Source: an optimization exercise on an open RTL-to-GDS flow (aim: small area, a short achievable clock period and few clock cycles per item). Production flows keep margins and buffers that such runs may drop.
Only simulation tests tie the RTL to the original design; equivalence was not proved.
Power and IR drop assume default switching activity.

## design/flow/design.v

```verilog
package ooo_pkg;
    typedef enum logic [6:0] {
        OP_REG = 7'b0110011,
        OP_IMM = 7'b0010011
    } opcode_e;
    typedef enum logic [2:0] {
        ALU_ADD,
        ALU_SUB,
        ALU_AND,
        ALU_OR,
        ALU_XOR
    } alu_op_e;
    typedef enum logic [1:0] {
        ROB_EMPTY,
        ROB_ISSUED,   
        ROB_DONE      
    } rob_state_e;
    typedef logic [$clog2(8)-1:0] rob_tag_t;
    typedef logic [$clog2(32)-1:0]  reg_idx_t;
    typedef logic [32-1:0]              word_t;
endpackage
module fetch_queue (
    input  logic           clk,
    input  logic           rst,
    input  logic           wr_en,
    input  ooo_pkg::word_t wr_instr,
    input  logic           rd_en,
    output ooo_pkg::word_t head_instr,
    output logic           empty,
    output logic           full
);
    localparam int DEPTH = 4;
    localparam int PTR_W = $clog2(DEPTH);
    ooo_pkg::word_t   mem [DEPTH];
    logic [PTR_W-1:0] wr_ptr;
    logic [PTR_W-1:0] rd_ptr;
    logic [PTR_W:0]   count;
    logic             push;
    logic             pop;
    assign push = wr_en && !full;
    assign pop = rd_en && !empty;
    assign head_instr = mem[rd_ptr];   
    assign empty = (count == '0);
    assign full = (count == (PTR_W+1)'(DEPTH));
    always_ff @(posedge clk) begin
        if (rst) begin
            wr_ptr <= '0;
            rd_ptr <= '0;
            count <= '0;
        end else begin
            if (push) wr_ptr <= wr_ptr + 1'b1;   
            if (pop) rd_ptr <= rd_ptr + 1'b1;
            if (push && !pop) count <= count + 1'b1;
            else if (pop && !push) count <= count - 1'b1;
        end
    end
    always_ff @(posedge clk) begin
        if (push) mem[wr_ptr] <= wr_instr;
    end
endmodule
module issue_unit (
    input  ooo_pkg::word_t    head_instr,
    input  logic              empty,
    input  logic              rob_full,
    input  logic              rs_full,
    output logic              issue,
    output ooo_pkg::reg_idx_t rs1,
    output ooo_pkg::reg_idx_t rs2,
    output ooo_pkg::reg_idx_t rd,
    output ooo_pkg::alu_op_e  alu_op,
    output logic              use_imm,
    output ooo_pkg::word_t    imm
);
    ooo_pkg::opcode_e opcode;
    logic [2:0]       funct3;
    logic             funct7_alt;
    logic             legal;
    assign opcode = ooo_pkg::opcode_e'(head_instr[6:0]);
    assign funct3 = head_instr[14:12];
    assign funct7_alt = head_instr[30];   
    assign rd = head_instr[11:7];
    assign rs1 = head_instr[19:15];
    assign use_imm = (opcode == ooo_pkg::OP_IMM);
    assign rs2 = use_imm ? '0 : head_instr[24:20];
    assign imm = ooo_pkg::word_t'($signed(head_instr[31:20]));
    assign issue = !empty && !rob_full && !rs_full;
    always_comb begin
        alu_op = ooo_pkg::ALU_ADD;
        legal = 1'b0;
        case (opcode)
            ooo_pkg::OP_REG: begin
                legal = 1'b1;
                case (funct3)
                    3'b000: alu_op = funct7_alt ? ooo_pkg::ALU_SUB : ooo_pkg::ALU_ADD;
                    3'b100: alu_op = ooo_pkg::ALU_XOR;
                    3'b110: alu_op = ooo_pkg::ALU_OR;
                    3'b111: alu_op = ooo_pkg::ALU_AND;
                    default: legal = 1'b0;
                endcase
            end
            ooo_pkg::OP_IMM: legal = (funct3 == 3'b000);   
            default: legal = 1'b0;
        endcase
    end
endmodule
module register_status (
    input  logic              clk,
    input  logic              rst,
    input  ooo_pkg::reg_idx_t rs1,
    input  ooo_pkg::reg_idx_t rs2,
    input  ooo_pkg::reg_idx_t rd,
    input  logic              rename_we,
    input  ooo_pkg::rob_tag_t rename_tag,
    input  logic              commit_valid,
    input  ooo_pkg::reg_idx_t commit_rd,
    input  ooo_pkg::rob_tag_t commit_tag,
    input  ooo_pkg::word_t    commit_value,
    output ooo_pkg::word_t    rs1_value,
    output ooo_pkg::word_t    rs2_value,
    output logic              rs1_busy,
    output logic              rs2_busy,
    output ooo_pkg::rob_tag_t rs1_tag,
    output ooo_pkg::rob_tag_t rs2_tag
);
    localparam int NREGS = 32;
    ooo_pkg::word_t    regs [NREGS];
    logic              busy [NREGS];
    ooo_pkg::rob_tag_t tags [NREGS];
    assign rs1_value = regs[rs1];
    assign rs2_value = regs[rs2];
    assign rs1_busy = busy[rs1] && (rs1 != '0);   
    assign rs2_busy = busy[rs2] && (rs2 != '0);
    assign rs1_tag = tags[rs1];
    assign rs2_tag = tags[rs2];
    always_ff @(posedge clk) begin
        if (rst) begin
            for (int i = 0; i < NREGS; i++) begin
                regs[i] <= '0;
                busy[i] <= 1'b0;
            end
        end else begin
            if (commit_valid && commit_rd != '0) begin
                regs[commit_rd] <= commit_value;
                if (tags[commit_rd] == commit_tag) busy[commit_rd] <= 1'b0;
            end
            if (rename_we && rd != '0) busy[rd] <= 1'b1;   
        end
    end
    always_ff @(posedge clk) begin
        if (rename_we && rd != '0) tags[rd] <= rename_tag;
    end
endmodule
module reservation_station (
    input  logic              clk,
    input  logic              rst,
    input  logic              write_en,
    input  ooo_pkg::alu_op_e  in_op,
    input  logic              in_use_imm,
    input  ooo_pkg::word_t    in_imm,
    input  ooo_pkg::word_t    in_vj,
    input  ooo_pkg::word_t    in_vk,
    input  logic              in_qj_wait,
    input  logic              in_qk_wait,
    input  ooo_pkg::rob_tag_t in_qj,
    input  ooo_pkg::rob_tag_t in_qk,
    input  ooo_pkg::rob_tag_t in_dest,
    input  logic              cdb_valid,
    input  ooo_pkg::rob_tag_t cdb_tag,
    input  ooo_pkg::word_t    cdb_value,
    output logic              full,
    output logic              dispatch_valid,
    output ooo_pkg::alu_op_e  dispatch_op,
    output ooo_pkg::word_t    dispatch_a,
    output ooo_pkg::word_t    dispatch_b,
    output ooo_pkg::rob_tag_t dispatch_dest
);
    localparam int SLOTS = 4;
    localparam int IDX_W = $clog2(SLOTS);
    logic [SLOTS-1:0]  busy;
    logic [SLOTS-1:0]  ready;
    ooo_pkg::alu_op_e  op [SLOTS];
    logic              use_imm [SLOTS];
    ooo_pkg::word_t    imm [SLOTS];
    ooo_pkg::word_t    vj [SLOTS];
    ooo_pkg::word_t    vk [SLOTS];
    logic              qj_wait [SLOTS];
    logic              qk_wait [SLOTS];
    ooo_pkg::rob_tag_t qj [SLOTS];
    ooo_pkg::rob_tag_t qk [SLOTS];
    ooo_pkg::rob_tag_t dest [SLOTS];
    logic [IDX_W-1:0]  free_idx;
    logic [IDX_W-1:0]  sel_idx;
    always_comb begin
        free_idx = '0;
        sel_idx = '0;
        for (int i = SLOTS - 1; i >= 0; i--) begin
            ready[i] = busy[i] && !qj_wait[i] && !qk_wait[i];
            if (!busy[i]) free_idx = IDX_W'(i);
            if (ready[i]) sel_idx = IDX_W'(i);
        end
    end
    assign full = &busy;
    assign dispatch_valid = |ready;
    assign dispatch_op = op[sel_idx];
    assign dispatch_a = vj[sel_idx];
    assign dispatch_b = use_imm[sel_idx] ? imm[sel_idx] : vk[sel_idx];
    assign dispatch_dest = dest[sel_idx];
    always_ff @(posedge clk) begin
        if (rst) begin
            busy <= '0;
        end else begin
            if (dispatch_valid) busy[sel_idx] <= 1'b0;   
            if (write_en) busy[free_idx] <= 1'b1;
        end
    end
    always_ff @(posedge clk) begin
        for (int i = 0; i < SLOTS; i++) begin
            if (cdb_valid && qj_wait[i] && qj[i] == cdb_tag) begin
                vj[i] <= cdb_value;
                qj_wait[i] <= 1'b0;
            end
            if (cdb_valid && qk_wait[i] && qk[i] == cdb_tag) begin
                vk[i] <= cdb_value;
                qk_wait[i] <= 1'b0;
            end
        end
        if (write_en) begin
            op[free_idx] <= in_op;
            use_imm[free_idx] <= in_use_imm;
            imm[free_idx] <= in_imm;
            vj[free_idx] <= in_vj;
            vk[free_idx] <= in_vk;
            qj_wait[free_idx] <= in_qj_wait;
            qk_wait[free_idx] <= in_qk_wait;
            qj[free_idx] <= in_qj;
            qk[free_idx] <= in_qk;
            dest[free_idx] <= in_dest;
        end
    end
endmodule
module alu_unit (
    input  logic              clk,
    input  logic              rst,
    input  logic              dispatch_valid,
    input  ooo_pkg::alu_op_e  dispatch_op,
    input  ooo_pkg::word_t    dispatch_a,
    input  ooo_pkg::word_t    dispatch_b,
    input  ooo_pkg::rob_tag_t dispatch_dest,
    output logic              cdb_valid,
    output ooo_pkg::rob_tag_t cdb_tag,
    output ooo_pkg::word_t    cdb_value
);
    logic              ex_valid;
    ooo_pkg::alu_op_e  ex_op;
    ooo_pkg::word_t    ex_a;
    ooo_pkg::word_t    ex_b;
    ooo_pkg::rob_tag_t ex_dest;
    ooo_pkg::word_t    result;
    always_comb begin
        case (ex_op)
            ooo_pkg::ALU_SUB: result = ex_a - ex_b;
            ooo_pkg::ALU_AND: result = ex_a & ex_b;
            ooo_pkg::ALU_OR:  result = ex_a | ex_b;
            ooo_pkg::ALU_XOR: result = ex_a ^ ex_b;
            default:          result = ex_a + ex_b;   
        endcase
    end
    always_ff @(posedge clk) begin
        if (rst) begin
            ex_valid <= 1'b0;
            cdb_valid <= 1'b0;
        end else begin
            ex_valid <= dispatch_valid;
            cdb_valid <= ex_valid;
        end
    end
    always_ff @(posedge clk) begin
        ex_op <= dispatch_op;
        ex_a <= dispatch_a;
        ex_b <= dispatch_b;
        ex_dest <= dispatch_dest;
        cdb_tag <= ex_dest;
        cdb_value <= result;
    end
endmodule
module reorder_buffer (
    input  logic              clk,
    input  logic              rst,
    input  logic              alloc,
    input  ooo_pkg::reg_idx_t alloc_rd,
    input  logic              cdb_valid,
    input  ooo_pkg::rob_tag_t cdb_tag,
    input  ooo_pkg::word_t    cdb_value,
    input  ooo_pkg::rob_tag_t read_tag1,
    input  ooo_pkg::rob_tag_t read_tag2,
    output ooo_pkg::rob_tag_t tail,
    output logic              full,
    output logic              read_done1,
    output logic              read_done2,
    output ooo_pkg::word_t    read_value1,
    output ooo_pkg::word_t    read_value2,
    output logic              commit_valid,
    output ooo_pkg::reg_idx_t commit_rd,
    output ooo_pkg::rob_tag_t commit_tag,
    output ooo_pkg::word_t    commit_value
);
    localparam int DEPTH = 8;
    localparam int CNT_W = $clog2(DEPTH) + 1;
    ooo_pkg::rob_state_e state [DEPTH];
    ooo_pkg::reg_idx_t   dest_rd [DEPTH];
    ooo_pkg::word_t      value [DEPTH];
    ooo_pkg::rob_tag_t   head;
    logic [CNT_W-1:0]    count;
    assign full = (count == CNT_W'(DEPTH));
    assign read_done1 = (state[read_tag1] == ooo_pkg::ROB_DONE);
    assign read_done2 = (state[read_tag2] == ooo_pkg::ROB_DONE);
    assign read_value1 = value[read_tag1];
    assign read_value2 = value[read_tag2];
    assign commit_valid = (state[head] == ooo_pkg::ROB_DONE);   
    assign commit_rd = dest_rd[head];
    assign commit_tag = head;
    assign commit_value = value[head];
    always_ff @(posedge clk) begin
        if (rst) begin
            for (int i = 0; i < DEPTH; i++) state[i] <= ooo_pkg::ROB_EMPTY;
            head <= '0;
            tail <= '0;
            count <= '0;
        end else begin
            if (alloc) begin
                state[tail] <= ooo_pkg::ROB_ISSUED;
                tail <= tail + 1'b1;
            end
            if (cdb_valid) state[cdb_tag] <= ooo_pkg::ROB_DONE;
            if (commit_valid) begin
                state[head] <= ooo_pkg::ROB_EMPTY;
                head <= head + 1'b1;
            end
            if (alloc && !commit_valid) count <= count + 1'b1;
            else if (commit_valid && !alloc) count <= count - 1'b1;
        end
    end
    always_ff @(posedge clk) begin
        if (alloc) dest_rd[tail] <= alloc_rd;
        if (cdb_valid) value[cdb_tag] <= cdb_value;
    end
endmodule
module ooo_core (
    input  logic              clk,
    input  logic              rst,
    input  logic              instr_valid,
    input  ooo_pkg::word_t    instr,
    output logic              ifq_full,
    output logic              commit_valid,
    output ooo_pkg::reg_idx_t commit_rd,
    output ooo_pkg::word_t    commit_value
);
    ooo_pkg::word_t    head_instr, imm, rs1_value, rs2_value;
    ooo_pkg::word_t    rob_value1, rob_value2, vj, vk;
    ooo_pkg::word_t    cdb_value, dispatch_a, dispatch_b;
    ooo_pkg::reg_idx_t rs1, rs2, rd;
    ooo_pkg::rob_tag_t rs1_tag, rs2_tag, rob_tail, commit_tag, cdb_tag, dispatch_dest;
    ooo_pkg::alu_op_e  alu_op, dispatch_op;
    logic              ifq_empty, issue, use_imm, rob_full, rs_full;
    logic              rs1_busy, rs2_busy, rob_done1, rob_done2, qj_wait, qk_wait;
    logic              cdb_valid, dispatch_valid;
    function automatic logic [32-1:0] pick_operand(input logic busy, input logic done,
            input logic [32-1:0] reg_val, input logic [32-1:0] rob_val,
            input logic [32-1:0] bus_val);
        if (!busy) pick_operand = reg_val;
        else if (done) pick_operand = rob_val;
        else pick_operand = bus_val;   
    endfunction
    assign vj = pick_operand(rs1_busy, rob_done1, rs1_value, rob_value1, cdb_value);
    assign vk = pick_operand(rs2_busy, rob_done2, rs2_value, rob_value2, cdb_value);
    assign qj_wait = rs1_busy && !rob_done1 && !(cdb_valid && cdb_tag == rs1_tag);
    assign qk_wait = rs2_busy && !rob_done2 && !(cdb_valid && cdb_tag == rs2_tag);
    fetch_queue fetch_queue_inst (.clk(clk), .rst(rst), .wr_en(instr_valid), .wr_instr(instr),
        .rd_en(issue), .head_instr(head_instr), .empty(ifq_empty), .full(ifq_full));
    issue_unit issue_unit_inst (.head_instr(head_instr), .empty(ifq_empty), .rob_full(rob_full), .rs_full(rs_full),
        .issue(issue), .rs1(rs1), .rs2(rs2), .rd(rd), .alu_op(alu_op), .use_imm(use_imm), .imm(imm));
    register_status register_status_inst (.clk(clk), .rst(rst), .rs1(rs1), .rs2(rs2), .rd(rd), .rename_we(issue),
        .rename_tag(rob_tail), .commit_valid(commit_valid), .commit_rd(commit_rd), .commit_tag(commit_tag), .commit_value(commit_value),
        .rs1_value(rs1_value), .rs2_value(rs2_value), .rs1_busy(rs1_busy), .rs2_busy(rs2_busy), .rs1_tag(rs1_tag), .rs2_tag(rs2_tag));
    reservation_station reservation_station_inst (.clk(clk), .rst(rst), .write_en(issue),
        .in_op(alu_op), .in_use_imm(use_imm), .in_imm(imm), .in_vj(vj), .in_vk(vk),
        .in_qj_wait(qj_wait), .in_qk_wait(qk_wait), .in_qj(rs1_tag), .in_qk(rs2_tag),
        .in_dest(rob_tail), .cdb_valid(cdb_valid), .cdb_tag(cdb_tag), .cdb_value(cdb_value), .full(rs_full),
        .dispatch_valid(dispatch_valid), .dispatch_op(dispatch_op), .dispatch_a(dispatch_a), .dispatch_b(dispatch_b), .dispatch_dest(dispatch_dest));
    alu_unit alu_unit_inst (.clk(clk), .rst(rst), .dispatch_valid(dispatch_valid), .dispatch_op(dispatch_op), .dispatch_a(dispatch_a),
        .dispatch_b(dispatch_b), .dispatch_dest(dispatch_dest), .cdb_valid(cdb_valid), .cdb_tag(cdb_tag), .cdb_value(cdb_value));
    reorder_buffer reorder_buffer_inst (.clk(clk), .rst(rst), .alloc(issue), .alloc_rd(rd),
        .cdb_valid(cdb_valid), .cdb_tag(cdb_tag), .cdb_value(cdb_value), .read_tag1(rs1_tag), .read_tag2(rs2_tag),
        .tail(rob_tail), .full(rob_full), .read_done1(rob_done1), .read_done2(rob_done2),
        .read_value1(rob_value1), .read_value2(rob_value2), .commit_valid(commit_valid), .commit_rd(commit_rd),
        .commit_tag(commit_tag), .commit_value(commit_value));
endmodule
```

## design/flow/config.mk

```make
export PLATFORM = sky130hd
export DESIGN_NAME = ooo_core
export DESIGN_NICKNAME = ooo_core
export VERILOG_FILES = /design/flow/design.v
export SDC_FILE = /design/flow/constraint.sdc
export NUM_CORES = 4
export LEC_CHECK = 0
export CAP_MARGIN = 20
export CORE_MARGIN = 2
export CORE_UTILIZATION = 40
export SLEW_MARGIN = 20
```

## design/flow/run.sh

```bash
#!/bin/bash
# synth_recipe.tcl (not shown) runs the flow's synth.tcl, then flattens the netlist and writes it again
# the make line also repeats each setting of config.mk as NAME=value (left out here)
make -C /OpenROAD-flow-scripts/flow DESIGN_CONFIG=/design/flow/config.mk WORK_HOME=/design/flow/orfs CLKGATE_MAP_FILE= SYNTH_SCRIPT=/design/flow/synth_recipe.tcl finish
```

## design/flow/constraint.sdc

```tcl
create_clock -name core_clock -period 6.0 [get_ports {clk}]
set_input_delay 1.2000 -clock core_clock [delete_from_list [all_inputs] [get_ports {clk}]]
set_output_delay 1.2000 -clock core_clock [all_outputs]
set_load 0.01 [all_outputs]
```

==> impl_metrics.yaml <==
timing:
  final-setup-viol-count: 0
  hold_viol_final: 0
  setup_slack_ns: 0.321
  fmax_mhz: 176
  fin_crit_sh_pct: 94.6
  timing.final.crit_period_ns: 5.68
  tns_ns: 0
  maxSlewViolCount: 0
  slew_headroom_pct: 18.1
  rsz0062_at_grt: "no"
  worstMarginPinSlew_ns: 1.22
  fin_worst_skew_ns: 0.0510
synthesis:
  yosysSeqAreaShare_pct: 57.6
  synth_edf_count: 1908
  ys_ff_latch: 2088
  netlist_instances: 8624
  async_reset_ff_share_pct: 0
  synth.distinct_cells: 97
  synth_ff_type: "edfxtp_1"
  netlist_area_mm2: 0.106
  ys_warn_count: 7
  avgSynthCellArea_um2: 12.3
power_and_ir_drop:
  finalPower_mw: 67.7
  irDropWorstVdd_mv: 1.09
  p_leak_nw: 42.8
  power.internal_mw: 38.2
  power_frac_comb_pct: 50.0
  pwr-share-clk_pct: 20.4
  power.density_mw_per_mm2: 570
  power_switching_mw: 29.5
  pwr-share-seq_pct: 29.6
  sw_frac_of_total_pct: 43.6
die:
  die_w_um: 518
  coreArea_mm2: 0.263
  dieArea_mm2: 0.268
  initial_utilization_pct: 40.2
  io_pins: 74
  die_h_um: 518
  rows: 188
clock_network:
  holdBufCountCts: 0
  cts-resized-gates: 0
  clk_latency_ns: 0.91
  clkSlewWorstSetupHoldPaths_ns: 0.06
  htreeDepth: 4
  clock-sinks: 2088
  cts-root-buf: "clkbuf_16"
  cts_tree: "done"
  post-cts-setup-buffer-count: 0
  clk_path_buf_depth: 3
  cts_made_buffers: 215
global_routing:
  antenna_found_initial: 20
  grt_pass1_vias: 75600
  grt_usage_pct: 27.3
  overflow: 0
  grt_max_degree: 160
  grt_pass1_wl_um: 538000
finish:
  syn_to_final_growth_pct: 12.4
  layout_commonest_cell: "edfxtp_1"
  drive_gt1_share_pct: 15.7
  finalNetCount: 8651
  nFillCells: 23600
  finalNonFillerCells: 12200
  most-common-layout-cells: "edfxtp_1, nor2_1, nand2_1"
worst_setup_path:
  r2r_end: "reservation_station_inst.vk[2][22]"
  rr_worst_depth: 13
  arrival_ns: 6.42
  reg2reg_from: "fetch_queue_inst.mem[0][2]"
  rrSetupSlack_ns: 0.32
  end_kind: "register"
  worstPathMaxFanout: 19
  crit_required_ns: 6.74
  critPathKind: "register to register"
  startpoint_type: "register"
drt:
  wl_per_cell_um: 30.9
  antenna_left: 0
  vias: 77900
  drt-initial-drc-count: 11500
  drc: 0
  routed_wl_um: 377000
  vias_per_cell: 6.37
  drt_pass1_iterations: 8
place:
  dp.cells: 11800
  dp_hpwl_um: 234000
  gp_congestion: 0.927
  port_buffers: 73
  preCtsSetupSlack_ns: 0.504
min_path:
  holdPathEnd: "alu_unit_inst.cdb_tag[2]"
  min_from: "alu_unit_inst.ex_dest[2]"
  worstHoldPathCells: 0
  hold_class: "register to register"
status:
  status: "no timing/DRC/antenna violations"
flow_run:
  cap_violations: 0
==> per-layer routing <==
metal	routed length [um]	global-route usage (%)
met1	141000	35.7
met2	173000	43.0
met5	126	0
met4	17200	11.5
met3	45800	7.19
==> power groups by stage <==
stage,clock network [mW],logic [mW],registers (mW)
2_1_floorplan,0,21.2,19.5
3_3_place_gp,0,32.4,20.3
3_5_place_dp,0,32.8,20.3
4_1_cts,13.9,32.9,20.0
5_1_grt,14.5,35.4,20.3
6_report,13.8,33.9,20.1
==> worst max-delay path by stage <==
| stage | cells after the start | to | start | slack [ns] |
|---|---|---|---|---|
| final | 13 | reservation_station_inst.vk[2][22] | fetch_queue_inst.mem[0][2] | 0.32 |
| after global placement | 11 | reservation_station_inst.vk[0][4] | register | 0.41 |
| after global routing | 17 | reservation_station_inst.vk[0][4] | register | 0.09 |
| after CTS | 5 | commit_value[15] | register | 0.38 |
| after floorplan | 7 | commit_value[10] | register | 1.70 |
| after detailed placement | 15 | reservation_station_inst.vk[2][23] | register | 0.50 |
==> per-stage QoR <==
step	util, %	cell area [um^2]	hold WS (ns)
finish	45.2	119000	0.311
floorplan	-	106000	0.310
detailed placement	42.5	111000	0.318
global route	45.2	119000	0.342
global placement	42.5	111000	0.320
CTS	45.2	119000	0.325
==> state kept, by name (all words and copies together), names as in the netlist, 31 cells and up, named ones only <==
signal,flops
register_status_inst.tags,96
reorder_buffer_inst.value,256
fetch_queue_inst.mem,128
register_status_inst.busy,31
alu_unit_inst.ex_a,32
alu_unit_inst.cdb_value,32
register_status_inst.regs,1024
alu_unit_inst.ex_b,32
reservation_station_inst.vj,128
reservation_station_inst.vk,128
reservation_station_inst.imm,48
reorder_buffer_inst.dest_rd,40
==> layout make-up <==
cell class              instances  area (um^2)  share of cell area (%)
diodes                          8         20.0                  0.0169
clock buffers                 272         5790                    4.88
clock inverters               133         1450                    1.22
inverters                     203          773                   0.651
multi-input cells            5592        41800                    35.2
flip-flops and latches       2088        60900                    51.3
well taps                    3515         4400                    3.70
repair buffers                407         3620                    3.05
==> critical path, stage by stage (launching register included) <==
cell	delay, ns
edfxtp_1	0.36
nor4b_1	0.67
a22o_1	0.53
nor3_1	0.21
or4_1	0.47
o311ai_0	0.13
a221oi_1	0.21
o31ai_4	0.71
inv_4	0.28
buf_4	0.29
mux4_2	0.23
mux2i_1	0.16
nor3_1	0.97
a221o_1	0.28
==> logic make-up (layout without fill, tap and decap cells) <==
kind of cell	Yosys count	in the layout	share of synthesized area, %
AO/OA/AOI/OAI	1407	1407	9.49
XOR/XNOR	102	102	0.846
adder cells (fa/ha/maj)	109	109	1.31
buffers and inverters	978	1015	3.86
flip-flops	2088	2088	57.6
multiplexers	1021	1021	15.2
other	1	43	0.00355
AND/OR/NAND/NOR	2918	2918	11.6
==> cell usage after synthesis (all sizes together), types with 27 or more instances <==
cell type / count / area [um^2]
inv: 197 / 739
nand3: 294 / 1470
nand4: 44 / 275
mux2i: 501 / 5010
a221o: 70 / 701
a221oi: 64 / 578
nand2: 1017 / 3830
nor4: 27 / 169
dfxtp: 180 / 3600
nor2b: 46 / 288
xnor2: 63 / 552
a222oi: 61 / 611
a22oi: 86 / 646
ha: 106 / 1330
a31oi: 51 / 319
buf: 251 / 1270
o221ai: 82 / 718
mux4: 462 / 10400
a22o: 152 / 1330
mux2: 58 / 653
a211oi: 58 / 435
nand2b: 57 / 357
xor2: 39 / 342
clkbuf: 512 / 1930
o22ai: 47 / 307
o21ai: 205 / 1030
nor3: 142 / 711
o2bb2ai: 64 / 561
a21oi: 341 / 1710
edfxtp: 1908 / 57300
nor2: 1202 / 4510
Testbench counts, summed over its fixed seeds: cycles 5,469, items 4,000.

-- re-timing with driven ports --
No port has a modelled driver above. Below, the same layout with a new extraction and two added sets of constraints.
Step 1 (the two cells are an assumption about what drives the block):
set clk [get_ports {clk}]
set_driving_cell -lib_cell sky130_fd_sc_hd__clkbuf_16 $clk
set_driving_cell -lib_cell sky130_fd_sc_hd__buf_2 [delete_from_list [all_inputs] $clk]
Step 2 adds t to the input delays and takes it off the output delays; t is the mean of the earliest and latest rising clock arrival at the registers after step 1. Input paths then give back, and output paths get back, about the clock's delay inside the block.
a / b / c = no drivers / after step 1 / after step 2; a / b = the first two.
shift t [ns]: 0.972
slack for setup (ns): 0.321 / 0.321 / 0.321
hold slack, ns: 0.311 / 0.311 / 0.311
slew at the worst register clock pin (ns): 0.07 / 0.07
After both steps setup and hold are still met in this run. The setup slack of this run moves by 0.000 ns with the drivers and by 0.000 ns with both steps.
